Source: an optimization exercise on an open RTL-to-GDS flow (aim: small area and a short achievable clock period). Production flows keep margins and buffers that such runs may drop. Function was not checked in any run shown here: the RTL went through the layout flow alone.

<file path="flow/flow/run.sh">
#!/bin/bash
set -euo pipefail
bash standard.sh BUFFER_PORTS_ARGS="-buffer_cell sky130_fd_sc_hd__buf_2" finish > run_make.log 2>&1
</file>
<file path="flow/standard.sh">
#!/bin/bash
# synth_recipe.tcl (not shown) runs the flow's synth.tcl, then flattens the netlist and writes it again
# the make line also repeats each setting of config.mk as NAME=value (left out here)
make -C /OpenROAD-flow-scripts/flow DESIGN_CONFIG=/design/flow/config.mk WORK_HOME=/design/flow/orfs CLKGATE_MAP_FILE= SYNTH_SCRIPT=/design/flow/synth_recipe.tcl "${@:-finish}"
</file>
<file path="flow/config.mk">
export PLATFORM = sky130hd
export DESIGN_NAME = inv_shift_sub_stage
export DESIGN_NICKNAME = inv_shift_sub_stage
export VERILOG_FILES = /design/flow/design.v
export SDC_FILE = /design/flow/constraint.sdc
export NUM_CORES = 4
export LEC_CHECK = 0
export CAP_MARGIN = 20
export CORE_MARGIN = 2
export CORE_UTILIZATION = 22
export PLACE_DENSITY = 0.3
export SETUP_SLACK_MARGIN = 2.35
export SLEW_MARGIN = 20
export SYNTH_HIERARCHICAL = 1
export TNS_END_PERCENT = 0
</file>
<file path="flow/constraint.sdc">
create_clock -name core_clock -period 5.0 [get_ports {CLK}]
set_input_delay 1.0000 -clock core_clock [delete_from_list [all_inputs] [get_ports {CLK}]]
set_output_delay 1.0000 -clock core_clock [all_outputs]
set_load 0.01 [all_outputs]
</file>
<file path="flow/design.v">
module g_a21oi_1 (input logic A1, input logic A2, input logic B1, output logic Y); assign Y = (~A1&~B1) | (~A2&~B1); endmodule
module g_a31oi_1 (input logic A1, input logic A2, input logic A3, input logic B1, output logic Y); assign Y = (~A1&~B1) | (~A2&~B1) | (~A3&~B1); endmodule
module g_inv_1 (input logic A, output logic Y); assign Y = (~A); endmodule
module g_nand2_1 (input logic A, input logic B, output logic Y); assign Y = (~A) | (~B); endmodule
module g_nor2_1 (input logic A, input logic B, output logic Y); assign Y = (~A&~B); endmodule
module g_o21a_1 (input logic A1, input logic A2, input logic B1, output logic Y); assign Y = (A1&B1) | (A2&B1); endmodule
module g_o21ai_0 (input logic A1, input logic A2, input logic B1, output logic Y); assign Y = (~A1&~A2) | (~B1); endmodule
module g_o21bai_1 (input logic A1, input logic A2, input logic B1_N, output logic Y); assign Y = (~A1&~A2) | (B1_N); endmodule
module g_o22ai_1 (input logic A1, input logic A2, input logic B1, input logic B2, output logic Y); assign Y = (~B1&~B2) | (~A1&~A2); endmodule
module g_xor  (input logic a, input logic b, output logic y); assign y = a ^ b;    endmodule
module g_xnor (input logic a, input logic b, output logic y); assign y = ~(a ^ b); endmodule
module g_nand (input logic a, input logic b, output logic y); assign y = ~(a & b); endmodule
module g_ready (input logic out_valid, input logic out_ready, output logic ready);
    assign ready = ~out_valid | out_ready;
endmodule
module inv_shift_sub_stage #(
    parameter int TAG_W = 4
) (
    input  logic             CLK,
    input  logic             RST_N,
    input  logic             IN_VALID,
    output logic             IN_READY,
    input  logic [0:127]     IN,
    input  logic [TAG_W-1:0] IN_TAG,
    output logic             OUT_VALID,
    input  logic             OUT_READY,
    output logic [0:127]     OUT,
    output logic [TAG_W-1:0] OUT_TAG
);
    localparam int NEN = 16;           
    logic [NEN:0]      en;      
    logic              v1;
    logic [TAG_W-1:0]  tag1;
    logic [15:0][11:0] s1;      
    logic [15:0][11:0] s1_d;
    logic [15:0][7:0]  s2;      
    logic [15:0][7:0]  s2_d;
    g_ready u_ready (.out_valid(OUT_VALID), .out_ready(OUT_READY), .ready(IN_READY));
    for (genvar e = 0; e <= NEN; e++) begin : g_en
        g_ready u_en (.out_valid(OUT_VALID), .out_ready(OUT_READY), .ready(en[e]));
    end
    for (genvar k = 0; k < 16; k++) begin : g_byte
        localparam int COL = k / 4;
        localparam int ROW = k % 4;
        localparam int SRC = 4 * ((COL - ROW + 4) % 4) + ROW;
        logic [7:0]  x;
        logic [11:0] o1;
        logic [7:0]  r;
        logic [3:0]  t;
        logic [7:0]  y;
        assign x = IN[8*SRC +: 8];
        logic p8; g_xor u_p8 (.a(x[0]), .b(x[1]), .y(p8));
        logic p9; g_xor u_p9 (.a(x[2]), .b(x[5]), .y(p9));
        logic p10; g_xor u_p10 (.a(x[6]), .b(x[7]), .y(p10));
        logic p11; g_xor u_p11 (.a(x[2]), .b(x[3]), .y(p11));
        logic p12; g_xor u_p12 (.a(x[1]), .b(x[4]), .y(p12));
        logic p13; g_xor u_p13 (.a(x[3]), .b(x[5]), .y(p13));
        logic p14; g_xor u_p14 (.a(p8), .b(p9), .y(p14));
        logic p15; g_xor u_p15 (.a(x[0]), .b(x[4]), .y(p15));
        logic p16; g_xor u_p16 (.a(p8), .b(x[4]), .y(p16));
        logic p17; g_xor u_p17 (.a(p10), .b(p11), .y(p17));
        logic p18; g_xor u_p18 (.a(x[0]), .b(x[5]), .y(p18));
        logic p19; g_xor u_p19 (.a(p12), .b(p13), .y(p19));
        logic p20; g_xor u_p20 (.a(p13), .b(x[6]), .y(p20));
        logic p21; g_xor u_p21 (.a(p9), .b(p10), .y(p21));
        logic p22; g_xor u_p22 (.a(p14), .b(x[6]), .y(p22));
        logic p23; g_xor u_p23 (.a(x[1]), .b(x[2]), .y(p23));
        logic p24; g_xor u_p24 (.a(p8), .b(x[3]), .y(p24));
        logic p25; g_xor u_p25 (.a(p11), .b(x[1]), .y(p25));
        logic p26; g_xor u_p26 (.a(p8), .b(p11), .y(p26));
        logic p27; g_xor u_p27 (.a(p8), .b(x[5]), .y(p27));
        logic p28; g_xor u_p28 (.a(p9), .b(x[4]), .y(p28));
        logic p29; g_xor u_p29 (.a(p12), .b(x[6]), .y(p29));
        logic p30; g_xor u_p30 (.a(p8), .b(x[7]), .y(p30));
        logic p31; g_xor u_p31 (.a(p10), .b(p15), .y(p31));
        logic p32; g_xor u_p32 (.a(p16), .b(x[2]), .y(p32));
        logic p33; g_xor u_p33 (.a(p15), .b(p17), .y(p33));
        logic p34; g_xor u_p34 (.a(p12), .b(p17), .y(p34));
        logic p35; assign p35 = ~x[1];
        logic p36; g_xnor u_p36 (.a(p8), .b(p9), .y(p36));
        logic p37; g_nand u_p37 (.a(p32), .b(p31), .y(p37));
        logic p38; g_nand u_p38 (.a(p15), .b(p34), .y(p38));
        logic p39; g_nand u_p39 (.a(p23), .b(p26), .y(p39));
        logic p40; g_nand u_p40 (.a(p28), .b(p30), .y(p40));
        logic p41; g_nand u_p41 (.a(p16), .b(p21), .y(p41));
        logic p42; g_nand u_p42 (.a(p14), .b(p22), .y(p42));
        logic p43; g_nand u_p43 (.a(p27), .b(p29), .y(p43));
        logic p44; g_nand u_p44 (.a(x[1]), .b(p19), .y(p44));
        logic p45; g_nand u_p45 (.a(p18), .b(p20), .y(p45));
        logic p46; g_xor u_p46 (.a(p37), .b(p38), .y(p46));
        logic p47; g_xor u_p47 (.a(p38), .b(p39), .y(p47));
        logic p48; g_xor u_p48 (.a(p17), .b(p43), .y(p48));
        logic p49; g_xor u_p49 (.a(p25), .b(p43), .y(p49));
        logic p50; g_xor u_p50 (.a(p24), .b(p40), .y(p50));
        logic p51; g_xor u_p51 (.a(p33), .b(p40), .y(p51));
        logic p52; g_xor u_p52 (.a(p48), .b(p45), .y(p52));
        logic p53; g_xor u_p53 (.a(p49), .b(p44), .y(p53));
        logic p54; g_xor u_p54 (.a(p50), .b(p42), .y(p54));
        logic p55; g_xor u_p55 (.a(p51), .b(p41), .y(p55));
        logic p57; g_xor u_p57 (.a(p47), .b(p53), .y(p57));
        logic p60; g_xnor u_p60 (.a(p46), .b(p52), .y(p60));
        logic p61; g_xnor u_p61 (.a(p46), .b(p54), .y(p61));
        logic p62; g_xnor u_p62 (.a(p47), .b(p55), .y(p62));
        assign o1[0] = p20;
        assign o1[1] = p19;
        assign o1[2] = p22;
        assign o1[3] = p21;
        assign o1[4] = p18;
        assign o1[5] = p35;
        assign o1[6] = p36;
        assign o1[7] = p16;
        assign o1[8] = p60;
        assign o1[9] = p57;
        assign o1[10] = p61;
        assign o1[11] = p62;
        assign s1_d[k] = o1;
        assign r = s1[k][7:0];
        assign t = s1[k][11:8];
        logic q12; g_a21oi_1 u_q12 (.A1(t[0]), .A2(t[2]), .B1(t[3]), .Y(q12));
        logic q13; g_inv_1 u_q13 (.A(t[1]), .Y(q13));
        logic q14; g_o21ai_0 u_q14 (.A1(t[0]), .A2(t[2]), .B1(q13), .Y(q14));
        logic q15; g_nor2_1 u_q15 (.A(q12), .B(q14), .Y(q15));
        logic q16; g_inv_1 u_q16 (.A(t[0]), .Y(q16));
        logic q17; g_a21oi_1 u_q17 (.A1(t[2]), .A2(t[3]), .B1(q16), .Y(q17));
        logic q18; g_nand2_1 u_q18 (.A(t[0]), .B(t[2]), .Y(q18));
        logic q19; g_inv_1 u_q19 (.A(t[3]), .Y(q19));
        logic q20; g_nand2_1 u_q20 (.A(q18), .B(q19), .Y(q20));
        logic q21; g_o21a_1 u_q21 (.A1(t[0]), .A2(t[3]), .B1(q13), .Y(q21));
        logic q22; g_a21oi_1 u_q22 (.A1(q17), .A2(q20), .B1(q21), .Y(q22));
        logic q23; g_inv_1 u_q23 (.A(t[2]), .Y(q23));
        logic q24; g_nand2_1 u_q24 (.A(q16), .B(q23), .Y(q24));
        logic q25; g_a21oi_1 u_q25 (.A1(q24), .A2(q13), .B1(q20), .Y(q25));
        logic q26; g_o21bai_1 u_q26 (.A1(q15), .A2(q22), .B1_N(q25), .Y(q26));
        logic q27; g_nor2_1 u_q27 (.A(t[1]), .B(t[3]), .Y(q27));
        logic q28; g_nor2_1 u_q28 (.A(q23), .B(q27), .Y(q28));
        logic q29; g_a21oi_1 u_q29 (.A1(t[0]), .A2(q12), .B1(q28), .Y(q29));
        logic q30; g_nand2_1 u_q30 (.A(t[2]), .B(t[3]), .Y(q30));
        logic q31; g_inv_1 u_q31 (.A(q30), .Y(q31));
        logic q32; g_a21oi_1 u_q32 (.A1(q26), .A2(q29), .B1(q31), .Y(q32));
        logic q33; g_inv_1 u_q33 (.A(q22), .Y(q33));
        logic q34; g_nor2_1 u_q34 (.A(t[0]), .B(q13), .Y(q34));
        logic q35; g_o21ai_0 u_q35 (.A1(q34), .A2(q21), .B1(q18), .Y(q35));
        logic q36; g_a21oi_1 u_q36 (.A1(q33), .A2(q35), .B1(q34), .Y(q36));
        logic q37; g_a31oi_1 u_q37 (.A1(q23), .A2(t[1]), .A3(t[3]), .B1(q16), .Y(q37));
        logic q38; g_a21oi_1 u_q38 (.A1(q16), .A2(q23), .B1(q37), .Y(q38));
        logic q39; g_nor2_1 u_q39 (.A(q27), .B(q38), .Y(q39));
        logic q40; g_nor2_1 u_q40 (.A(q15), .B(q25), .Y(q40));
        logic q41; g_nand2_1 u_q41 (.A(q39), .B(q40), .Y(q41));
        logic q42; g_o22ai_1 u_q42 (.A1(q15), .A2(q25), .B1(q27), .B2(q38), .Y(q42));
        logic q43; g_nand2_1 u_q43 (.A(q41), .B(q42), .Y(q43));
        logic q44; g_inv_1 u_q44 (.A(q40), .Y(q44));
        logic q45; g_xor u_q45 (.a(r[0]), .b(r[1]), .y(q45));
        logic q46; g_xor u_q46 (.a(r[2]), .b(r[3]), .y(q46));
        logic q47; g_xor u_q47 (.a(r[4]), .b(r[5]), .y(q47));
        logic q48; g_xor u_q48 (.a(r[6]), .b(r[7]), .y(q48));
        logic q49; g_xor u_q49 (.a(r[0]), .b(r[2]), .y(q49));
        logic q50; g_xor u_q50 (.a(r[1]), .b(r[3]), .y(q50));
        logic q51; g_xor u_q51 (.a(r[4]), .b(r[6]), .y(q51));
        logic q52; g_xor u_q52 (.a(r[5]), .b(r[7]), .y(q52));
        logic q53; g_xor u_q53 (.a(q45), .b(q46), .y(q53));
        logic q54; g_xor u_q54 (.a(q47), .b(q48), .y(q54));
        logic q55; g_nand u_q55 (.a(q53), .b(q39), .y(q55));
        logic q56; g_nand u_q56 (.a(q50), .b(q44), .y(q56));
        logic q57; g_nand u_q57 (.a(q49), .b(q43), .y(q57));
        logic q58; g_nand u_q58 (.a(q46), .b(q35), .y(q58));
        logic q59; g_nand u_q59 (.a(r[3]), .b(q33), .y(q59));
        logic q60; g_nand u_q60 (.a(r[2]), .b(q36), .y(q60));
        logic q61; g_nand u_q61 (.a(q45), .b(q29), .y(q61));
        logic q62; g_nand u_q62 (.a(r[1]), .b(q26), .y(q62));
        logic q63; g_nand u_q63 (.a(r[0]), .b(q32), .y(q63));
        logic q64; g_nand u_q64 (.a(q54), .b(q39), .y(q64));
        logic q65; g_nand u_q65 (.a(q52), .b(q44), .y(q65));
        logic q66; g_nand u_q66 (.a(q51), .b(q43), .y(q66));
        logic q67; g_nand u_q67 (.a(q48), .b(q35), .y(q67));
        logic q68; g_nand u_q68 (.a(r[7]), .b(q33), .y(q68));
        logic q69; g_nand u_q69 (.a(r[6]), .b(q36), .y(q69));
        logic q70; g_nand u_q70 (.a(q47), .b(q29), .y(q70));
        logic q71; g_nand u_q71 (.a(r[5]), .b(q26), .y(q71));
        logic q72; g_nand u_q72 (.a(r[4]), .b(q32), .y(q72));
        logic q73; g_xor u_q73 (.a(q64), .b(q66), .y(q73));
        logic q74; g_xor u_q74 (.a(q73), .b(q69), .y(q74));
        logic q75; g_xor u_q75 (.a(q59), .b(q62), .y(q75));
        logic q76; g_xor u_q76 (.a(q74), .b(q68), .y(q76));
        logic q77; g_xor u_q77 (.a(q58), .b(q61), .y(q77));
        logic q78; g_xor u_q78 (.a(q55), .b(q60), .y(q78));
        logic q79; g_xor u_q79 (.a(q70), .b(q71), .y(q79));
        logic q80; g_xor u_q80 (.a(q75), .b(q63), .y(q80));
        logic q81; g_xor u_q81 (.a(q56), .b(q65), .y(q81));
        logic q82; g_xor u_q82 (.a(q80), .b(q60), .y(q82));
        logic q83; g_xor u_q83 (.a(q61), .b(q70), .y(q83));
        logic q84; g_xor u_q84 (.a(q83), .b(q64), .y(q84));
        logic q85; g_xor u_q85 (.a(q77), .b(q62), .y(q85));
        logic q86; g_xor u_q86 (.a(q58), .b(q59), .y(q86));
        logic q87; g_xor u_q87 (.a(q55), .b(q63), .y(q87));
        logic q88; g_xor u_q88 (.a(q84), .b(q72), .y(q88));
        logic q89; g_xor u_q89 (.a(q86), .b(q79), .y(q89));
        logic q90; g_xor u_q90 (.a(q79), .b(q67), .y(q90));
        logic q91; g_xor u_q91 (.a(q71), .b(q72), .y(q91));
        logic q92; g_xor u_q92 (.a(q56), .b(q58), .y(q92));
        logic q93; g_xor u_q93 (.a(q75), .b(q77), .y(q93));
        logic q94; g_xor u_q94 (.a(q87), .b(q88), .y(q94));
        logic q95; g_xor u_q95 (.a(q89), .b(q81), .y(q95));
        logic q96; g_xor u_q96 (.a(q57), .b(q66), .y(q96));
        logic q97; g_xor u_q97 (.a(q95), .b(q96), .y(q97));
        logic q98; g_xor u_q98 (.a(q78), .b(q57), .y(q98));
        logic q99; g_xor u_q99 (.a(q85), .b(q98), .y(q99));
        logic q100; g_xor u_q100 (.a(q92), .b(q78), .y(q100));
        logic q101; g_xor u_q101 (.a(q90), .b(q82), .y(q101));
        logic q102; g_xor u_q102 (.a(q73), .b(q91), .y(q102));
        logic q103; g_xor u_q103 (.a(q93), .b(q76), .y(q103));
        logic q104; g_xor u_q104 (.a(q94), .b(q81), .y(q104));
        logic q105; g_xor u_q105 (.a(q74), .b(q101), .y(q105));
        logic q106; g_xor u_q106 (.a(q100), .b(q76), .y(q106));
        logic q107; g_xor u_q107 (.a(q76), .b(q82), .y(q107));
        assign y[0] = q106;
        assign y[1] = q104;
        assign y[2] = q103;
        assign y[3] = q99;
        assign y[4] = q105;
        assign y[5] = q107;
        assign y[6] = q97;
        assign y[7] = q102;
        assign s2_d[k]       = y;
        assign OUT[8*k +: 8] = s2[k];
    end
    always_ff @(posedge CLK) begin
        for (int k = 0; k < 16; k++) begin
            if (en[k * NEN / 16]) begin
                s1[k] <= s1_d[k];
                s2[k] <= s2_d[k];
            end
        end
        if (en[NEN]) begin
            tag1    <= IN_TAG;
            OUT_TAG <= tag1;
        end
    end
    always_ff @(posedge CLK) begin
        if (!RST_N) begin
            v1        <= 1'b0;
            OUT_VALID <= 1'b0;
        end else if (en[NEN]) begin
            v1        <= IN_VALID;
            OUT_VALID <= v1;
        end
    end
endmodule
</file>
==> flow_metrics.py, run 1 <==
metrics = {
    "clocking": {
        "clkLatencyLatePin_ns": 0.60,
        "h-tree-depth": 2,
        "hold_buffers": 0,
        "cts_root_buffer": "clkbuf_16",
        "cts_buffer_depth": 3,
        "numCtsBuffers": 48,
        "path_clk_slew_ns": 0.05,
        "cts_tree": "built",
        "clock-sinks": 330,
    },
    "global_route": {
        "overflow": 0,
        "grt_max_degree": 21,
        "track_usage_pct": 10.8,
        "grt_first_pass_wirelength_um": 107000,
        "grt_pass1_vias": 19321,
        "grt_antenna_before_repair": 13,
    },
    "worst_setup_path": {
        "crit_type": "input pin to output pin",
        "cp_slowest_cell": "buf_6",
        "cp_cell_sequence": "buf_6 > nand2b_1 > buf_2",
        "reg2reg_to": "s2[32]",
        "worstReg2RegStart": "s1[56]",
        "path_depth": 3,
        "max_stage_delay_ns": 0.26,
        "reg2reg_depth": 13,
        "required_ns": 4.00,
        "ff2ff_setup_slack_ns": 2.40,
        "crit_buf_inv": 2,
        "crit_arrival_ns": 1.63,
        "crit_family": "buffers and inverters",
        "startpoint_type": "input pin",
        "critical_path.max_fanout": 20,
        "cp-end-kind": "output pin",
    },
    "die": {
        "die-area_mm2": 0.124,
        "pin_count": 270,
        "coreArea_mm2": 0.120,
        "rows": 127,
        "fp.dieW_um": 353,
        "fp.dieH_um": 353,
        "initial_core_util_pct": 22.3,
    },
    "timing": {
        "hold_violations": 0,
        "setup_violations": 0,
        "drv_slew": 0,
        "tns_ns": 0,
        "rsz0062_at_grt": "true",
        "fmax_mhz": 381,
        "clock-skew-final_ns": 0.0140,
        "worst_pin_slew_ns": 1.04,
        "final.min_clock_period_ns": 2.63,
        "slew_headroom_pct": 30.6,
        "fin_crit_sh_pct": 52.5,
    },
    "layout": {
        "num-nets-final": 3233,
        "final_cell_mix": "xor2_1 (1266), nand2_1 (522), edfxtp_1 (328)",
        "layout_commonest_cell": "xor2_1",
        "utilization_pct": 27.1,
        "stdcell_count": 4745,
        "area.growth.synth_to_final_pct": 21.9,
        "layout-drive-gt1-share_pct": 19.6,
        "nFillCells": 12804,
    },
    "routing": {
        "wl_met3_um": 3500,
        "drt-initial-drc-count": 594,
        "wl_per_cell_um": 14.5,
        "dr.pass1.iters": 5,
        "met1_length_um": 30100,
        "drc": 0,
        "vias": 18237,
        "vias_per_cell": 3.84,
        "final_antenna_net_count": 0,
        "route.top_layer_used": "met5",
        "drt_wl_total_um": 68600,
        "wl_met2_um": 33500,
    },
    "run": {
        "max-cap-violations": 0,
    },
    "placed_design": {
        "dp.cells": 4601,
        "port_buffers": 269,
        "gp_congestion": 0.821,
        "hpwl_um": 55000,
    },
    "synth": {
        "seq_area_frac_synth_pct": 36.9,
        "yosysUniqueCellTypes": 16,
        "synthesis.instances": 2720,
        "synth.avg_cell_area_um2": 9.84,
        "synth_area_leaders": "xor2_1 (43%), edfxtp_1 (37%), nand2_1 (7.4%)",
        "synth.net_count": 2856,
        "ys_ff_latch": 330,
        "synth_top_area_share_pct": 43.4,
        "synth_top_area_cell": "xor2_1",
        "synth_area_mm2": 0.0268,
        "ys_warn_count": 7,
    },
    "outcome": {
        "outcome": "timing/DRC/antenna clean",
    },
    "worst_hold_path": {
        "min_path_cells": 0,
        "min_path_type": "register to register",
        "hp-start": "tag1[0]",
        "min_delay_worst_endpoint": "OUT_TAG[0]",
    },
}
-- metal layers --
metal | GRT usage [%] | vias to the layer above
li1 | - | 9411
met1 | 13.3 | 8474
met2 | 18.7 | 267
met3 | 2.28 | 79
met4 | 2.90 | 6
met5 | 0 | -
-- worst max-delay path by stage --
stage	from	to	slack [ns]
after floorplan	IN[70]	s1[104]	2.43
after global placement	OUT_READY	IN_READY	1.87
after detailed placement	OUT_READY	IN_READY	1.87
after CTS	s1[56]	s2[37]	2.25
after global routing	s1[32]	s2[20]	2.23
final	OUT_READY	IN_READY	2.37
-- cells in the mapped netlist (all sizes together) --
| cell type | count |
|---|---|
| o21ai | 32 |
| nand2b | 18 |
| xnor2 | 64 |
| o21bai | 16 |
| o22ai | 16 |
| nand2 | 528 |
| a31oi | 16 |
| inv | 128 |
| o21a | 16 |
| xor2 | 1328 |
| dfxtp | 2 |
| edfxtp | 328 |
| nor2b | 2 |
| nor2 | 96 |
| a21oi | 128 |
| mux2i | 2 |
-- kinds of logic after synthesis --
kind of cell	Yosys count	synth area share [%]
flops	330	36.9
compound gates	224	6.43
xor+xnor	1392	45.5
mux	2	0.0748
simple gates	644	9.22
buf+inv	128	1.79
-- flip-flops by register name, indices dropped and copies added (netlist names) --
signal / count
tag1: 4
OUT_TAG: 4
OUT_VALID: 1
v1: 1
s1: 192
s2: 128
-- per-module statistics from Yosys (local to each module, per instance), excerpt --
module / cells / times used / area, µm²
g_o22ai_1: 1 / 16 / 6.26
g_inv_1: 1 / 112 / 3.75
g_a31oi_1: 1 / 16 / 6.26
g_o21a_1: 1 / 16 / 7.51
g_xnor: 1 / 64 / 8.76
g_ready: 1 / 18 / 6.26
g_o21ai_0: 1 / 32 / 5.00
g_nand2_1: 1 / 96 / 3.75
inv_shift_sub_stage: 350 / 1 / 9980
g_nand: 1 / 432 / 3.75
g_a21oi_1: 1 / 128 / 8.76
g_xor: 1 / 1328 / 8.76
g_o21bai_1: 1 / 16 / 7.51
-- final cells by class --
type / count / area [µm²] / share of cell area [%]
timing repair buffer: 327 / 1800 / 5.52
clock inverter: 22 / 208 / 0.636
multi-input combinational: 2262 / 17000 / 52.0
inverter: 128 / 480 / 1.47
sequential: 330 / 9890 / 30.3
clock buffer: 58 / 1260 / 3.86
antenna: 6 / 15.0 / 0.0460
tap: 1612 / 2020 / 6.18
-- through the flow --
step                      hold slack (ns)  instance area, µm²  setup slack, ns
after floorplan                     0.400               26800             2.43
after global placement              0.411               30100             1.87
after detailed placement            0.411               30100             1.87
after CTS                           0.424               31800             2.25
after global routing                0.439               32600             2.23
final                               0.425               32600             2.37
-- timing repair --
| item | in CTS | in global routing |
|---|---|---|
| gates resized for setup | 21 | 77 |
| buffers inserted | 2 | 56 |
| endpoints found under the setup margin | 59 | 65 |
| pin swaps | 1 | 27 |
==> inputs of run 2 (changes only) <==
--- a/flow/config.mk
+++ b/flow/config.mk
@@ -12,4 +12,4 @@
 export SETUP_SLACK_MARGIN = 2.35
 export SLEW_MARGIN = 20
 export SYNTH_HIERARCHICAL = 1
-export TNS_END_PERCENT = 0
+export TNS_END_PERCENT = 10
==> run 2 against run 1 <==
Count of clock-buffer cells in the layout unchanged. Still clean. Via count about the same. Non-clock buffer count unchanged. Largest cell class unchanged. Flip-flop and latch count unchanged. Critical path type unchanged.
==> flow_metrics.py, run 2 <==
metrics = {
    "outcome": {
        "outcome": "timing/DRC/antenna clean",
    },
    "routing": {
        "dr.pass1.iters": 5,
        "drc": 0,
        "drt_wl_total_um": 68600,
        "drt-initial-drc-count": 541,
        "wl_per_cell_um": 14.5,
        "vias": 18228,
        "final_antenna_net_count": 0,
        "vias_per_cell": 3.84,
    },
    "layout": {
        "area.growth.synth_to_final_pct": 21.9,
        "fin_area_mm2": 0.0326,
        "reg_top3": "s1 (192), s2 (128)",
        "nFillCells": 12802,
        "largest_reg_flops": 192,
        "layout-drive-gt1-share_pct": 19.5,
        "layout_commonest_cell": "xor2_1",
        "final_cell_mix": "xor2_1 (1265), nand2_1 (523), edfxtp_1 (328)",
        "stdcell_count": 4745,
        "regMostFlops": "s1",
        "num-nets-final": 3233,
    },
    "worst_setup_path": {
        "worstReg2RegStart": "s1[190]",
        "crit_arrival_ns": 1.64,
        "startpoint_type": "input pin",
        "crit_type": "input pin to output pin",
        "critical_path.max_fanout": 20,
        "crit_buf_inv": 2,
        "max_stage_delay_ns": 0.27,
        "cp-end-kind": "output pin",
        "cp_slowest_cell": "buf_6",
        "cp_cell_sequence": "buf_6 > nand2b_1 > buf_2",
        "worstSetupStartpoint": "OUT_READY",
        "required_ns": 4.00,
        "crit_family": "buffers and inverters",
    },
    "die": {
        "rows": 127,
        "fp.dieW_um": 353,
        "fp.dieH_um": 353,
        "die-area_mm2": 0.124,
        "pin_count": 270,
        "coreArea_mm2": 0.120,
        "initial_core_util_pct": 22.3,
    },
    "worst_hold_path": {
        "hp-start": "tag1[0]",
        "min_path_type": "register to register",
    },
    "placed_design": {
        "port_buffers": 269,
        "hpwl_um": 55000,
        "dp.cells": 4601,
        "dpl_cell_area_mm2": 0.0301,
        "gp_congestion": 0.821,
    },
    "global_route": {
        "gr-usage-met3_pct": 2.28,
        "grt_max_degree": 21,
        "grt_first_pass_wirelength_um": 107000,
        "grt_busiest_layer": "met2",
        "overflow": 0,
        "grt_pass1_vias": 19379,
        "use_met1_pct": 13.3,
        "track_usage_pct": 10.8,
        "grt_antenna_before_repair": 13,
        "use_met2_pct": 18.8,
    },
    "synth": {
        "ys_ff_latch": 330,
        "synth_area_leaders": "xor2_1 (43%), edfxtp_1 (37%), nand2_1 (7.4%)",
        "synth.most_common_cell": "xor2_1",
        "ys.flop_type": "edfxtp_1",
        "synth_top_area_share_pct": 43.4,
        "seq_area_frac_synth_pct": 36.9,
        "yosysUniqueCellTypes": 16,
        "synthArstFlopShare_pct": 0,
        "synth.net_count": 2856,
        "synth_area_mm2": 0.0268,
        "synth_edf_count": 328,
        "ys_warn_count": 7,
        "synth_top_area_cell": "xor2_1",
        "synth_common_cells": "xor2_1 (1328), nand2_1 (528), edfxtp_1 (328), a21oi_2 (128), inv_1 (128)",
        "synthesis.instances": 2720,
        "synth.avg_cell_area_um2": 9.84,
    },
    "clocking": {
        "path_clk_slew_ns": 0.05,
        "clkLatencyLatePin_ns": 0.61,
        "numCtsBuffers": 48,
        "cts_root_buffer": "clkbuf_16",
        "cts_tree": "built",
        "cts_buffer_depth": 3,
        "clock-sinks": 330,
        "hold_buffers": 0,
        "h-tree-depth": 2,
    },
    "timing": {
        "worst_pin_slew_ns": 1.04,
        "slew_headroom_pct": 30.8,
        "clock-skew-final_ns": 0.0146,
        "hold_violations": 0,
        "fin_crit_sh_pct": 52.7,
        "tns_ns": 0,
        "setup_violations": 0,
        "fmax_mhz": 379,
        "whs_ns": 0.425,
        "final.min_clock_period_ns": 2.64,
        "rsz0062_at_grt": "true",
        "drv_slew": 0,
    },
    "run": {
        "max-cap-violations": 0,
    },
}
-- run 2: cell counts after synthesis --
Identical to the previous run, type by type.
-- run 2: final timing paths --
check	endpoint	slack [ns]	cells past startpoint
setup / recovery	IN_READY	2.36	3
setup reg to reg	s2[124]	2.41	10
hold reg to reg	OUT_TAG[0]	0.43	0
hold / removal	OUT_TAG[0]	0.43	0
-- run 2: metrics by stage --
step                setup WS (ns)  util (%)
floorplan                    2.43         -
global placement             1.87      25.1
detailed placement           1.87      25.1
CTS                          2.25      26.5
global route                 2.23      27.1
finish                       2.36      27.1
-- run 2: per-module statistics from Yosys (local to each module, per instance) --
module | area, µm² | copies in the design
g_xor | 8.76 | 1328
g_nand2_1 | 3.75 | 96
g_o21bai_1 | 7.51 | 16
g_o22ai_1 | 6.26 | 16
g_ready | 6.26 | 18
g_inv_1 | 3.75 | 112
g_o21a_1 | 7.51 | 16
g_a31oi_1 | 6.26 | 16
g_xnor | 8.76 | 64
inv_shift_sub_stage | 9980 | 1
g_nor2_1 | 3.75 | 96
g_o21ai_0 | 5.00 | 32
g_nand | 3.75 | 432
g_a21oi_1 | 8.76 | 128
-- run 2: final cells by class --
| type | instances | area [µm²] | share of cell area (%) |
|---|---|---|---|
| flip-flops and latches | 330 | 9890 | 30.3 |
| diodes | 6 | 15.0 | 0.0460 |
| repair buffers | 327 | 1800 | 5.52 |
| well taps | 1612 | 2020 | 6.18 |
| clock buffers | 58 | 1260 | 3.86 |
| clock inverters | 22 | 208 | 0.637 |
| inverters | 128 | 480 | 1.47 |
| multi-input cells | 2262 | 17000 | 52.0 |
-- run 2: what timing repair did --
| item | 4_1_cts | 5_1_grt |
|---|---|---|
| buffers inserted | 9 | 49 |
| pin swaps | 3 | 20 |
| resized for setup | 23 | 71 |
| cloned | 0 | 0 |
| endpoints found under the setup margin | 59 | 65 |
-- run 2: cells by family (layout without fill, tap and decap cells) --
kind of cell	after synthesis	count (layout)	share of synthesized area, %
and+or+nand+nor	644	644	9.22
buffers and inverters	128	535	1.79
muxes	2	2	0.0748
AOI/OAI and AO/OA	224	224	6.43
other	0	6	0
xor gates and xnor gates	1392	1392	45.5
DFF	330	330	36.9
-- run 2: metal layers --
layer	up-vias	share of wire, %
li1	9414	-
met4	6	2.2
met2	272	49
met5	-	0.055
met1	8456	43
met3	80	5.6
==> inputs of run 3 (changes only) <==
--- a/flow/config.mk
+++ b/flow/config.mk
@@ -9,7 +9,7 @@
 export CORE_MARGIN = 2
 export CORE_UTILIZATION = 22
 export PLACE_DENSITY = 0.3
-export SETUP_SLACK_MARGIN = 2.35
+export SETUP_SLACK_MARGIN = 2.5
 export SLEW_MARGIN = 20
 export SYNTH_HIERARCHICAL = 1
-export TNS_END_PERCENT = 10
+export TNS_END_PERCENT = 0
==> run 3 against run 2 <==
Core utilization up 0.57 points. Via count up 1.6%. Hold slack worse by 0.0021 ns. Clock skew down 0.0015 ns. Worst setup slack better by 0.11 ns. Count of clock-buffer cells in the layout up 2. Final cell count up 1.1%. Flip-flop and latch count unchanged.
==> flow_metrics.py, run 3 <==
metrics = {
    "outcome": {
        "outcome": "timing/DRC/antenna clean",
    },
    "global_route": {
        "use_met1_pct": 13.5,
        "grt_pass1_vias": 19286,
        "grt_antenna_before_repair": 11,
        "use_met2_pct": 18.7,
        "grt_busiest_layer": "met2",
        "grt_max_degree": 21,
        "overflow": 0,
        "grt_first_pass_wirelength_um": 107000,
        "gr-usage-met3_pct": 2.01,
        "track_usage_pct": 10.8,
    },
    "routing": {
        "vias_per_cell": 3.86,
        "drt-initial-drc-count": 434,
        "dr.pass1.iters": 5,
        "wl_per_cell_um": 14.4,
        "vias": 18520,
        "final_antenna_net_count": 0,
        "drc": 0,
        "drt_wl_total_um": 69100,
    },
    "clocking": {
        "numCtsBuffers": 48,
        "cts_buffer_depth": 3,
        "clkLatencyLatePin_ns": 0.61,
        "hold_buffers": 0,
        "h-tree-depth": 2,
        "cts_root_buffer": "clkbuf_16",
        "cts_tree": "built",
        "clock-sinks": 330,
        "path_clk_slew_ns": 0.06,
    },
    "synth": {
        "synthArstFlopShare_pct": 0,
        "synth.most_common_cell": "xor2_1",
        "synth_top_area_share_pct": 43.4,
        "ys_ff_latch": 330,
        "synth.avg_cell_area_um2": 9.84,
        "synth.net_count": 2856,
        "synthesis.instances": 2720,
        "synth_area_leaders": "xor2_1 (43%), edfxtp_1 (37%), nand2_1 (7.4%)",
        "ys_warn_count": 7,
        "synth_area_mm2": 0.0268,
        "synth_edf_count": 328,
        "seq_area_frac_synth_pct": 36.9,
        "yosysUniqueCellTypes": 16,
        "synth_common_cells": "xor2_1 (1328), nand2_1 (528), edfxtp_1 (328), a21oi_2 (128), inv_1 (128)",
        "ys.flop_type": "edfxtp_1",
        "synth_top_area_cell": "xor2_1",
    },
    "layout": {
        "reg_top3": "s1 (192), s2 (128)",
        "layout-drive-gt1-share_pct": 22.6,
        "num-nets-final": 3281,
        "final_cell_mix": "xor2_1 (1264), nand2_1 (499), edfxtp_1 (328)",
        "area.growth.synth_to_final_pct": 24.5,
        "regMostFlops": "s1",
        "largest_reg_flops": 192,
        "utilization_pct": 27.7,
        "layout_commonest_cell": "xor2_1",
    },
    "timing": {
        "setup_ws_ns": 2.48,
        "rsz0062_at_grt": "true",
        "slew_headroom_pct": 28.6,
        "drv_slew": 0,
        "setup_violations": 0,
        "tns_ns": 0,
        "clock-skew-final_ns": 0.0131,
        "hold_violations": 0,
        "fin_crit_sh_pct": 50.4,
        "fmax_mhz": 397,
        "worst_pin_slew_ns": 1.07,
        "final.min_clock_period_ns": 2.52,
    },
    "worst_setup_path": {
        "worstSetupStartpoint": "OUT_READY",
        "required_ns": 4.00,
        "worstReg2RegStart": "s1[128]",
        "crit_type": "input pin to output pin",
        "reg2reg_depth": 11,
        "critical_path.max_fanout": 18,
        "startpoint_type": "input pin",
        "crit_arrival_ns": 1.52,
        "cp-end-kind": "output pin",
    },
    "die": {
        "fp.dieW_um": 353,
        "rows": 127,
        "coreArea_mm2": 0.120,
        "die-area_mm2": 0.124,
        "pin_count": 270,
        "initial_core_util_pct": 22.3,
        "fp.dieH_um": 353,
    },
    "worst_hold_path": {
        "hp-start": "tag1[1]",
        "min_path_cells": 0,
        "min_path_type": "register to register",
    },
    "placed_design": {
        "hpwl_um": 55000,
        "port_buffers": 269,
        "gp_congestion": 0.824,
        "dp_slack_ns": 1.92,
    },
    "run": {
        "max-cap-violations": 0,
    },
}
## run 3: cell counts after synthesis
Identical to the previous run, type by type.
## run 3: modules after synthesis, one instance, submodules excluded, a selection
module               copies in the design  cells inside  flops+latches  cell area (µm²)
inv_shift_sub_stage                     1           350            330             9980
g_o21bai_1                             16             1              0             7.51
g_o21a_1                               16             1              0             7.51
g_a31oi_1                              16             1              0             6.26
g_nand                                432             1              0             3.75
g_inv_1                               112             1              0             3.75
## run 3: cell type report
class	instances	area (µm²)
Clock inverter	29	234
Timing Repair Buffer	375	2170
Sequential cell	330	9890
Multi-Input combinational cell	2262	17300
Inverter	128	480
Tap cell	1612	2020
Fill cell	12690	87000
Antenna cell	2	5.00
Clock buffer	60	1270
## run 3: timing repair
item	CTS	global route
endpoints found under the setup margin	67	103
pin swaps	19	88
setup buffers	40	66
gates resized for setup	61	109
## run 3: worst max-delay path, stage by stage
cell	delay [ns]
buf_8	0.18
nand2b_4	0.19
buf_2	0.14
## run 3: logic make-up (layout without fill, tap and decap cells)
logic type             count (synthesis)  after routing  synth area share, %
AND/OR/NAND/NOR                      644            644                 9.22
other                                  0              2                    0
multiplexers                           2              2               0.0748
AO/OA/AOI/OAI                        224            224                 6.43
XOR/XNOR                            1392           1392                 45.5
buffers and inverters                128            592                 1.79
flip-flops                           330            330                 36.9
## run 3: metrics by stage
step | instances | instance area, µm² | hold WS (ns)
after floorplan | 2720 | 26800 | 0.400
after global placement | 4601 | 30100 | 0.402
after detailed placement | 4601 | 30100 | 0.407
after CTS | 4730 | 32300 | 0.422
after global routing | 4796 | 33300 | 0.440
final | 4798 | 33300 | 0.423
## run 3: metal layers
| metal | vias to the layer above | wire, µm |
|---|---|---|
| met4 | 4 | 1680 |
| met3 | 102 | 2700 |
| met1 | 8633 | 30900 |
| met2 | 270 | 33700 |
| li1 | 9511 | - |
| met5 | - | 26 |
## run 3: final timing paths
kind,to,slack [ns]
worst min register to register,OUT_TAG[1],0.42
worst max register to register,s2[82],2.51
worst max-delay path,IN_READY,2.48
worst min-delay path,OUT_TAG[1],0.42
==> inputs of run 4 (changes only) <==
--- a/flow/design.v
+++ b/flow/design.v
@@ -27,7 +27,7 @@
     output logic [0:127]     OUT,
     output logic [TAG_W-1:0] OUT_TAG
 );
-    localparam int NEN = 16;           
+    localparam int NEN = 4;           
     logic [NEN:0]      en;      
     logic              v1;
     logic [TAG_W-1:0]  tag1;
==> run 4 against run 3 <==
Register-to-register slack lost 0.05 ns. Still clean. Global-route usage is 0.057 points lower. Flip-flop and latch count did not move.
==> flow_metrics.py, run 4 <==
metrics = {
    "layout": {
        "area.growth.synth_to_final_pct": 23.6,
        "reg_top3": "s1 (192), s2 (128)",
        "final_cell_mix": "xor2_1 (1258), nand2_1 (508), edfxtp_1 (328)",
        "num-nets-final": 3243,
        "largest_reg_flops": 192,
        "nFillCells": 12758,
        "fin_area_mm2": 0.0330,
        "regMostFlops": "s1",
        "layout_commonest_cell": "xor2_1",
        "layout-drive-gt1-share_pct": 21.8,
        "stdcell_count": 4757,
    },
    "placed_design": {
        "dp_slack_ns": 1.89,
        "dpl_cell_area_mm2": 0.0301,
        "gp_congestion": 0.806,
        "port_buffers": 269,
        "hpwl_um": 54600,
        "dp.cells": 4593,
    },
    "global_route": {
        "grt_max_degree": 65,
        "grt_pass1_vias": 19353,
        "grt_antenna_before_repair": 10,
        "track_usage_pct": 10.7,
        "overflow": 0,
        "grt_first_pass_wirelength_um": 107000,
    },
    "worst_setup_path": {
        "critical_path.max_fanout": 6,
        "worstReg2RegStart": "s1[8]",
        "required_ns": 5.43,
        "cp-end-kind": "register",
        "crit_arrival_ns": 2.97,
        "startpoint_type": "register",
        "reg2reg_depth": 10,
        "reg2reg_to": "s2[4]",
        "crit_type": "register to register",
        "worstSetupStartpoint": "s1[8]",
        "ff2ff_setup_slack_ns": 2.46,
    },
    "synth": {
        "synthesis.instances": 2708,
        "synthArstFlopShare_pct": 0,
        "synth_top_area_share_pct": 43.6,
        "synth_area_leaders": "xor2_1 (44%), edfxtp_1 (37%), nand2_1 (7.4%)",
        "synth.avg_cell_area_um2": 9.86,
        "synth_area_mm2": 0.0267,
        "ys_ff_latch": 330,
        "ys.flop_type": "edfxtp_1",
        "synth.net_count": 2844,
        "seq_area_frac_synth_pct": 37.0,
        "synth_top_area_cell": "xor2_1",
        "ys_warn_count": 7,
        "synth_edf_count": 328,
        "synth.most_common_cell": "xor2_1",
        "yosysUniqueCellTypes": 16,
        "synth_common_cells": "xor2_1 (1328), nand2_1 (528), edfxtp_1 (328), a21oi_2 (128), inv_1 (128)",
    },
    "routing": {
        "drt-initial-drc-count": 551,
        "drt_wl_total_um": 68200,
        "dr.pass1.iters": 5,
        "vias": 18235,
        "drc": 0,
        "final_antenna_net_count": 0,
        "wl_per_cell_um": 14.3,
        "vias_per_cell": 3.83,
    },
    "worst_hold_path": {
        "min_path_cells": 0,
        "min_delay_worst_endpoint": "OUT_TAG[3]",
        "min_path_type": "register to register",
        "hp-start": "tag1[3]",
    },
    "clocking": {
        "numCtsBuffers": 48,
        "clock-sinks": 330,
        "cts_tree": "built",
        "cts_root_buffer": "clkbuf_16",
        "hold_buffers": 0,
        "path_clk_slew_ns": 0.06,
        "h-tree-depth": 2,
        "cts_buffer_depth": 3,
        "clkLatencyLatePin_ns": 0.61,
    },
    "timing": {
        "tns_ns": 0,
        "clock-skew-final_ns": 0.0180,
        "rsz0062_at_grt": "true",
        "worst_pin_slew_ns": 0.997,
        "setup_ws_ns": 2.46,
        "slew_headroom_pct": 33.5,
        "drv_slew": 0,
        "fmax_mhz": 394,
        "fin_crit_sh_pct": 50.7,
        "hold_violations": 0,
        "setup_violations": 0,
        "final.min_clock_period_ns": 2.54,
    },
    "die": {
        "fp.dieW_um": 352,
        "coreArea_mm2": 0.120,
        "initial_core_util_pct": 22.2,
        "rows": 127,
        "die-area_mm2": 0.124,
        "pin_count": 270,
        "fp.dieH_um": 352,
    },
    "run": {
        "max-cap-violations": 0,
    },
    "outcome": {
        "outcome": "timing/DRC/antenna clean",
    },
}
-- run 4: what timing repair did --
action	in CTS	in global routing
endpoints found under the hold margin	0	0
endpoints found under the setup margin	66	107
resized for setup	17	117
pin swaps	0	80
buffers inserted	1	75
-- run 4: modules after synthesis, one instance, submodules excluded, excerpt --
module / flip-flops and latches / cells inside
g_a21oi_1: 0 / 1
g_nand2_1: 0 / 1
g_a31oi_1: 0 / 1
g_o21ai_0: 0 / 1
g_o21bai_1: 0 / 1
g_nor2_1: 0 / 1
g_nand: 0 / 1
g_ready: 0 / 1
inv_shift_sub_stage: 330 / 350
g_o22ai_1: 0 / 1
g_xor: 0 / 1
g_xnor: 0 / 1
-- run 4: worst max-delay path, cell delays in order, from the launching register on --
cell,delay [ns]
edfxtp_1,0.47
buf_4,0.18
o21a_1,0.20
a21oi_2,0.15
o21bai_2,0.11
a21oi_2,0.17
nand2_1,0.13
xor2_1,0.18
xor2_1,0.23
xor2_1,0.27
xor2_2,0.25
-- run 4: kinds of logic (layout without fill, tap and decap cells) --
kind of cell / Yosys count / count (layout) / share of synthesized area, %
compound gates: 224 / 224 / 6.45
mux: 2 / 2 / 0.0750
buf+inv: 128 / 563 / 1.80
xor+xnor: 1392 / 1392 / 45.7
other cells: 0 / 2 / 0
simple gates: 632 / 632 / 8.96
flops: 330 / 330 / 37.0
-- run 4: cell type report --
cell class / instances / area (µm²) / share of cell area (%)
timing repair buffer: 349 / 1950 / 5.90
multi-input combinational: 2250 / 17000 / 51.7
clock inverter: 27 / 323 / 0.978
tap: 1612 / 2020 / 6.11
clock buffer: 59 / 1290 / 3.92
sequential: 330 / 9890 / 30.0
antenna: 2 / 5.00 / 0.0152
inverter: 128 / 480 / 1.46
-- run 4: metal layers --
metal  routed length (µm)  vias up  track usage [%]
met5                   70        -                0
met2                34100      238             19.0
li1                     -     9425                -
met1                29100     8448             12.6
met3                 2930      112             2.51
met4                 2050       12             3.57
-- run 4: per-stage QoR --
stage / hold WS (ns) / utilization, %
floorplan: 0.400 / -
global placement: 0.401 / 25.1
detailed placement: 0.412 / 25.1
CTS: 0.421 / 26.5
global route: 0.428 / 27.5
finish: 0.417 / 27.5
-- run 4: worst max-delay path by stage --
stage                         end  slack, ns
final                       s2[4]       2.46
after global routing        s2[4]       2.30
after CTS                  s2[77]       2.28
after detailed placement   s1[34]       1.89
after global placement     s1[34]       1.93
after floorplan           s1[100]       1.60
==> inputs of run 5 (changes only) <==
--- a/flow/config.mk
+++ b/flow/config.mk
@@ -9,7 +9,6 @@
 export CORE_MARGIN = 2
 export CORE_UTILIZATION = 22
 export PLACE_DENSITY = 0.3
-export SETUP_SLACK_MARGIN = 2.5
+export SETUP_SLACK_MARGIN = 2.35
 export SLEW_MARGIN = 20
 export SYNTH_HIERARCHICAL = 1
-export TNS_END_PERCENT = 0
==> run 5 against run 4 <==
Non-clock buffer count grew 14. Maximum frequency is essentially flat. Die area unchanged.
==> flow_metrics.py, run 5 <==
metrics = {
    "synth": {
        "synth.net_count": 2844,
        "synth_top_area_cell": "xor2_1",
        "ys_warn_count": 7,
        "synthesis.instances": 2708,
        "synth_top_area_share_pct": 43.6,
        "yosysUniqueCellTypes": 16,
        "synth_area_mm2": 0.0267,
        "synth_edf_count": 328,
        "synth.avg_cell_area_um2": 9.86,
        "ys_ff_latch": 330,
        "synthArstFlopShare_pct": 0,
        "synth_common_cells": "xor2_1 (1328), nand2_1 (528), edfxtp_1 (328), a21oi_2 (128), inv_1 (128)",
        "ys.flop_type": "edfxtp_1",
        "synth.most_common_cell": "xor2_1",
        "synth_area_leaders": "xor2_1 (44%), edfxtp_1 (37%), nand2_1 (7.4%)",
        "seq_area_frac_synth_pct": 37.0,
    },
    "worst_setup_path": {
        "startpoint_type": "register",
        "required_ns": 5.42,
        "crit_type": "register to register",
        "cp_cell_sequence": "buf_4 > a21oi_2 > nor2_1 > o21bai_2 > nand2_1 > xor2_2 > xor2_1 > xor2_1 > xor2_1 > xor2_1",
        "reg2reg_depth": 10,
        "cp_slowest_cell": "edfxtp_1",
        "critical_path.max_fanout": 5,
        "critPathMostFrequentCell": "xor2_1",
        "max_stage_delay_ns": 0.46,
        "cp-end-kind": "register",
        "crit_arrival_ns": 2.96,
    },
    "layout": {
        "num-nets-final": 3256,
        "area.growth.synth_to_final_pct": 22.9,
        "nFillCells": 12849,
        "layout-drive-gt1-share_pct": 21.2,
        "reg_top3": "s1 (192), s2 (128)",
        "final_cell_mix": "xor2_1 (1266), nand2_1 (519), edfxtp_1 (328)",
        "layout_commonest_cell": "xor2_1",
        "utilization_pct": 27.3,
        "regMostFlops": "s1",
        "largest_reg_flops": 192,
    },
    "clocking": {
        "numCtsBuffers": 47,
        "path_clk_slew_ns": 0.05,
        "clock-sinks": 330,
        "hold_buffers": 0,
        "cts_buffer_depth": 3,
        "cts_root_buffer": "clkbuf_16",
        "h-tree-depth": 2,
        "cts_tree": "built",
        "clkLatencyLatePin_ns": 0.62,
    },
    "global_route": {
        "grt_max_degree": 64,
        "overflow": 0,
        "grt_antenna_before_repair": 15,
        "track_usage_pct": 10.6,
        "grt_pass1_vias": 19578,
        "grt_first_pass_wirelength_um": 105000,
    },
    "timing": {
        "worst_pin_slew_ns": 0.975,
        "fin_crit_sh_pct": 50.8,
        "clock-skew-final_ns": 0.0284,
        "tns_ns": 0,
        "fmax_mhz": 394,
        "final.min_clock_period_ns": 2.54,
        "setup_violations": 0,
        "hold_violations": 0,
        "rsz0062_at_grt": "true",
        "drv_slew": 0,
        "slew_headroom_pct": 35.0,
        "whs_ns": 0.419,
    },
    "routing": {
        "drt_wl_total_um": 67600,
        "route.top_layer_used": "met5",
        "dr.pass1.iters": 4,
        "wl_met2_um": 34600,
        "drt-initial-drc-count": 480,
        "final_antenna_net_count": 0,
        "wl_per_cell_um": 14.2,
        "met1_length_um": 27500,
        "vias_per_cell": 3.85,
        "vias": 18364,
        "drc": 0,
        "wl_met3_um": 3380,
    },
    "run": {
        "max-cap-violations": 0,
    },
    "die": {
        "fp.dieW_um": 352,
        "initial_core_util_pct": 22.2,
        "fp.dieH_um": 352,
        "rows": 127,
        "coreArea_mm2": 0.120,
        "pin_count": 270,
        "die-area_mm2": 0.124,
    },
    "outcome": {
        "outcome": "timing/DRC/antenna clean",
    },
    "worst_hold_path": {
        "min_path_type": "register to register",
        "min_path_cells": 0,
    },
    "placed_design": {
        "port_buffers": 269,
        "gp_congestion": 0.829,
        "hpwl_um": 54500,
    },
}
==> run 5: changes by cell type in the layout (fill, tap and decap cells not counted), sizes merged <==
| cell | change |
|---|---|
| diode | +1 |
| buf | +14 |
| clkinvlp | -1 |
| bufinv | -7 |
| inv | -1 |
| clkinv | +9 |
==> run 5: layer usage <==
| metal | GRT usage [%] | vias to the layer above |
|---|---|---|
| li1 | - | 9451 |
| met1 | 11.8 | 8503 |
| met2 | 19.2 | 272 |
| met3 | 2.80 | 122 |
| met4 | 3.79 | 16 |
| met5 | 0 | - |
==> run 5: cell families (layout without fill, tap and decap cells) <==
| group | count (synthesis) | count (layout) | share of synthesized area [%] |
|---|---|---|---|
| flops | 330 | 330 | 37.0 |
| xor+xnor | 1392 | 1392 | 45.7 |
| simple gates | 632 | 632 | 8.96 |
| mux | 2 | 2 | 0.0750 |
| other cells | 0 | 3 | 0 |
| buf+inv | 128 | 577 | 1.80 |
| compound gates | 224 | 224 | 6.45 |
==> run 5: final cells by class <==
type                       count  area, µm²  share of cell area [%]
clock buffer                  59       1240                    3.79
sequential                   330       9890                    30.1
clock inverter                27        165                   0.503
timing repair buffer         363       2050                    6.25
tap                         1612       2020                    6.15
multi-input combinational   2250      17000                    51.7
inverter                     128        480                    1.46
antenna                        3       7.51                  0.0229
==> run 5: worst paths after layout <==
| check | slack, ns | endpoint | from |
|---|---|---|---|
| worst max-delay path | 2.46 | s2[60] | s1[94] |
| worst min-delay path | 0.42 | OUT_TAG[0] | tag1[0] |
| worst max register to register | 2.46 | s2[60] | s1[94] |
| worst min register to register | 0.42 | OUT_TAG[0] | tag1[0] |
==> run 5: per-stage QoR <==
stage	instances	cell area, µm²	setup WS, ns
global route	4772	32800	2.32
CTS	4685	31900	2.35
detailed placement	4593	30100	1.92
floorplan	2708	26700	2.43
global placement	4593	30100	1.96
finish	4772	32800	2.46
==> run 5: timing repair <==
action,CTS,global route
setup buffers,6,84
cloned,0,0
resized for setup,48,62
pin swaps,5,48
endpoints found under the setup margin,61,64
==> run 5: modules after synthesis, one instance, submodules excluded <==
module | times used | flops+latches | cells
g_a21oi_1 | 128 | 0 | 1
g_a31oi_1 | 16 | 0 | 1
g_inv_1 | 112 | 0 | 1
g_nand | 432 | 0 | 1
g_nand2_1 | 96 | 0 | 1
g_nor2_1 | 96 | 0 | 1
g_o21a_1 | 16 | 0 | 1
g_o21ai_0 | 32 | 0 | 1
g_o21bai_1 | 16 | 0 | 1
g_o22ai_1 | 16 | 0 | 1
g_ready | 6 | 0 | 1
g_xnor | 64 | 0 | 1
g_xor | 1328 | 0 | 1
inv_shift_sub_stage | 1 | 330 | 350
==> run 5: critical path, delay by kind of cell (launching register included) <==
family | cells | cell delay [ns]
DFF | 1 | 0.46
xor gates and xnor gates | 5 | 1.10
AOI/OAI and AO/OA | 2 | 0.35
buffers and inverters | 1 | 0.18
and+or+nand+nor | 2 | 0.26
==> inputs of run 6 (changes only) <==
--- a/flow/config.mk
+++ b/flow/config.mk
@@ -9,6 +9,7 @@
 export CORE_MARGIN = 2
 export CORE_UTILIZATION = 22
 export PLACE_DENSITY = 0.3
-export SETUP_SLACK_MARGIN = 2.35
+export SETUP_SLACK_MARGIN = 2.7
 export SLEW_MARGIN = 20
 export SYNTH_HIERARCHICAL = 1
+export TNS_END_PERCENT = 0
==> run 6 against run 5 <==
Final cell count increased by 0.75%. Via count is 1.0% higher. Register-to-register slack improved by 0.02 ns. Global-route usage grew 0.36 points. Worst setup slack better by 0.023 ns. Wire length is 3.1% higher. Sequential share of layout area decreased by 0.91 points. First-iteration DRC count is 22% higher. Area after synthesis is the same. Still clean.
==> flow_metrics.py, run 6 <==
metrics = {
    "outcome": {
        "outcome": "timing/DRC/antenna clean",
    },
    "layout": {
        "largest_reg_flops": 192,
        "area.growth.synth_to_final_pct": 26.8,
        "reg_top3": "s1 (192), s2 (128)",
        "stdcell_count": 4808,
        "num-nets-final": 3293,
        "regMostFlops": "s1",
        "layout-drive-gt1-share_pct": 25.3,
        "final_cell_mix": "xor2_1 (1202), nand2_1 (500), edfxtp_1 (328)",
        "utilization_pct": 28.2,
        "layout_commonest_cell": "xor2_1",
        "nFillCells": 12818,
    },
    "worst_hold_path": {
        "min_path_type": "register to register",
        "min_delay_worst_endpoint": "OUT_TAG[2]",
        "min_path_cells": 0,
        "hp-start": "tag1[2]",
    },
    "worst_setup_path": {
        "crit_type": "register to register",
        "ff2ff_setup_slack_ns": 2.49,
        "worstReg2RegStart": "s1[94]",
        "cp-end-kind": "register",
        "required_ns": 5.33,
        "critical_path.max_fanout": 5,
        "reg2reg_to": "s2[60]",
        "startpoint_type": "register",
        "reg2reg_depth": 10,
        "crit_arrival_ns": 2.84,
    },
    "routing": {
        "dr.pass1.iters": 4,
        "route.top_layer_used": "met5",
        "drc": 0,
        "drt-initial-drc-count": 584,
        "wl_met2_um": 35200,
        "wl_per_cell_um": 14.5,
        "drt_wl_total_um": 69700,
        "final_antenna_net_count": 0,
        "vias_per_cell": 3.86,
        "vias": 18555,
        "wl_met3_um": 3380,
        "met1_length_um": 29600,
    },
    "timing": {
        "final.min_clock_period_ns": 2.51,
        "fin_crit_sh_pct": 50.3,
        "rsz0062_at_grt": "true",
        "hold_violations": 0,
        "fmax_mhz": 398,
        "setup_ws_ns": 2.49,
        "worst_pin_slew_ns": 0.932,
        "drv_slew": 0,
        "slew_headroom_pct": 37.9,
        "clock-skew-final_ns": 0.0232,
        "setup_violations": 0,
        "tns_ns": 0,
    },
    "global_route": {
        "grt_first_pass_wirelength_um": 109000,
        "grt_antenna_before_repair": 12,
        "grt_pass1_vias": 19961,
        "overflow": 0,
        "grt_max_degree": 64,
        "track_usage_pct": 10.9,
    },
    "synth": {
        "synth.avg_cell_area_um2": 9.86,
        "synth_top_area_cell": "xor2_1",
        "synthArstFlopShare_pct": 0,
        "synth.most_common_cell": "xor2_1",
        "ys.flop_type": "edfxtp_1",
        "synth_area_leaders": "xor2_1 (44%), edfxtp_1 (37%), nand2_1 (7.4%)",
        "synth_top_area_share_pct": 43.6,
        "ys_ff_latch": 330,
        "yosysUniqueCellTypes": 16,
        "ys_warn_count": 7,
        "synthesis.instances": 2708,
        "seq_area_frac_synth_pct": 37.0,
        "synth.net_count": 2844,
        "synth_area_mm2": 0.0267,
        "synth_common_cells": "xor2_1 (1328), nand2_1 (528), edfxtp_1 (328), a21oi_2 (128), inv_1 (128)",
        "synth_edf_count": 328,
    },
    "placed_design": {
        "hpwl_um": 55600,
        "dp.cells": 4593,
        "port_buffers": 269,
        "gp_congestion": 0.799,
        "dp_slack_ns": 2.08,
    },
    "clocking": {
        "clock-sinks": 330,
        "clkLatencyLatePin_ns": 0.61,
        "hold_buffers": 0,
        "cts_root_buffer": "clkbuf_16",
        "cts_buffer_depth": 3,
        "cts_tree": "built",
        "path_clk_slew_ns": 0.05,
        "h-tree-depth": 2,
        "numCtsBuffers": 48,
    },
    "die": {
        "rows": 127,
        "fp.dieW_um": 352,
        "fp.dieH_um": 352,
        "die-area_mm2": 0.124,
        "pin_count": 270,
        "coreArea_mm2": 0.120,
        "initial_core_util_pct": 22.2,
    },
    "run": {
        "max-cap-violations": 0,
    },
}
## run 6: cell counts after synthesis
Identical to the previous run, type by type.
## run 6: logic make-up after synthesis
group	share of synthesized area, %
buffers and inverters	1.80
AOI/OAI and AO/OA	6.45
muxes	0.0750
xor gates and xnor gates	45.7
DFF	37.0
and+or+nand+nor	8.96
## run 6: Yosys stat by module (local to each module, per instance), a selection
module	cell area (µm²)	flip-flops and latches	cells inside	copies in the design
g_xor	8.76	0	1	1328
g_a31oi_1	6.26	0	1	16
g_xnor	8.76	0	1	64
g_o21ai_0	5.00	0	1	32
inv_shift_sub_stage	9980	330	350	1
g_o21bai_1	7.51	0	1	16
g_nand	3.75	0	1	432
g_a21oi_1	8.76	0	1	128
g_o21a_1	7.51	0	1	16
g_ready	6.26	0	1	6
g_inv_1	3.75	0	1	112
g_nand2_1	3.75	0	1	96
g_nor2_1	3.75	0	1	96
## run 6: per-layer routing
metal	vias to the layer above	global-route usage (%)
li1	9472	-
met1	8721	12.9
met2	256	19.6
met3	92	2.77
met4	14	2.86
met5	-	0
## run 6: critical path, stage by stage (launching register included)
cell and delay, ns:
edfxtp_1 0.50, buf_4 0.19, o21ai_1 0.12, nor2_1 0.09
o21bai_2 0.24, nand2_2 0.15, xor2_4 0.18, xor2_1 0.21
xor2_1 0.25, xor2_1 0.22, xor2_1 0.10
## run 6: metrics by stage
stage | hold WS, ns | cell area (µm²)
6_report | 0.418 | 33800
5_1_grt | 0.429 | 33800
4_1_cts | 0.421 | 33300
3_5_place_dp | 0.413 | 30500
3_3_place_gp | 0.403 | 30500
2_1_floorplan | 0.400 | 27100
## run 6: cell type report
type | count | area, µm² | share of cell area [%]
Antenna cell | 2 | 5.00 | 0.0148
Clock buffer | 61 | 1290 | 3.82
Clock inverter | 26 | 218 | 0.643
Inverter | 128 | 480 | 1.42
Multi-Input combinational cell | 2250 | 17600 | 52.0
Sequential cell | 330 | 9890 | 29.2
Tap cell | 1612 | 2020 | 5.96
Timing Repair Buffer | 399 | 2340 | 6.93
## run 6: worst max-delay path by stage
stage / to / cells after the start / slack [ns] / startpoint
global route: s2[29] / 12 / 2.31 / s1[44]
CTS: s2[92] / 10 / 2.51 / s1[142]
finish: s2[60] / 10 / 2.49 / s1[94]
floorplan: s1[100] / 1 / 2.53 / OUT_READY
global placement: s1[22] / 7 / 2.06 / IN[110]
detailed placement: s1[22] / 7 / 2.08 / IN[110]
## run 6: repair_timing
action | in CTS | in global routing
pin swaps | 57 | 72
gates resized for setup | 117 | 56
setup buffers | 84 | 42
gates cloned | 0 | 0
setup endpoints to repair | 139 | 125

separate check: timing with driven ports:
Ports are ideal in the flow. The routed layouts listed here were re-timed in OpenROAD.
Step 1 (the two cells are an assumption about what drives the block):
set clk [get_ports {CLK}]
set_driving_cell -lib_cell sky130_fd_sc_hd__clkbuf_16 $clk
set_driving_cell -lib_cell sky130_fd_sc_hd__buf_2 [delete_from_list [all_inputs] $clk]
Step 2 also shifts input and output timing later by t, the mid clock arrival at the registers, as if the neighbouring blocks saw the same clock.
a / b / c = ideal ports / drivers / drivers and shift; a / b = the first two.
run | t (ns) | slack for setup (ns) | hold WS [ns] | worst setup path after step 2
run 1 | 0.657 | 2.374 / 2.333 / 1.909 | 0.425 / 0.425 / 0.425 | input to register
run 2 | 0.659 | 2.364 / 2.322 / 1.908 | 0.425 / 0.425 / 0.425 | input to register
run 3 | 0.672 | 2.479 / 2.430 / 1.877 | 0.423 / 0.423 / 0.423 | input to register
run 4 | 0.669 | 2.464 / 2.464 / 1.904 | 0.417 / 0.417 / 0.417 | input to register
run 5 | 0.668 | 2.462 / 2.462 / 1.915 | 0.419 / 0.419 / 0.419 | input to register
run 6 | 0.663 | 2.485 / 2.485 / 2.006 | 0.418 / 0.418 / 0.418 | input to register
After both steps setup and hold are still met in every run listed. The setup slack of run 3, which loses most, moves by -0.049 ns with the drivers and by -0.602 ns with both steps.
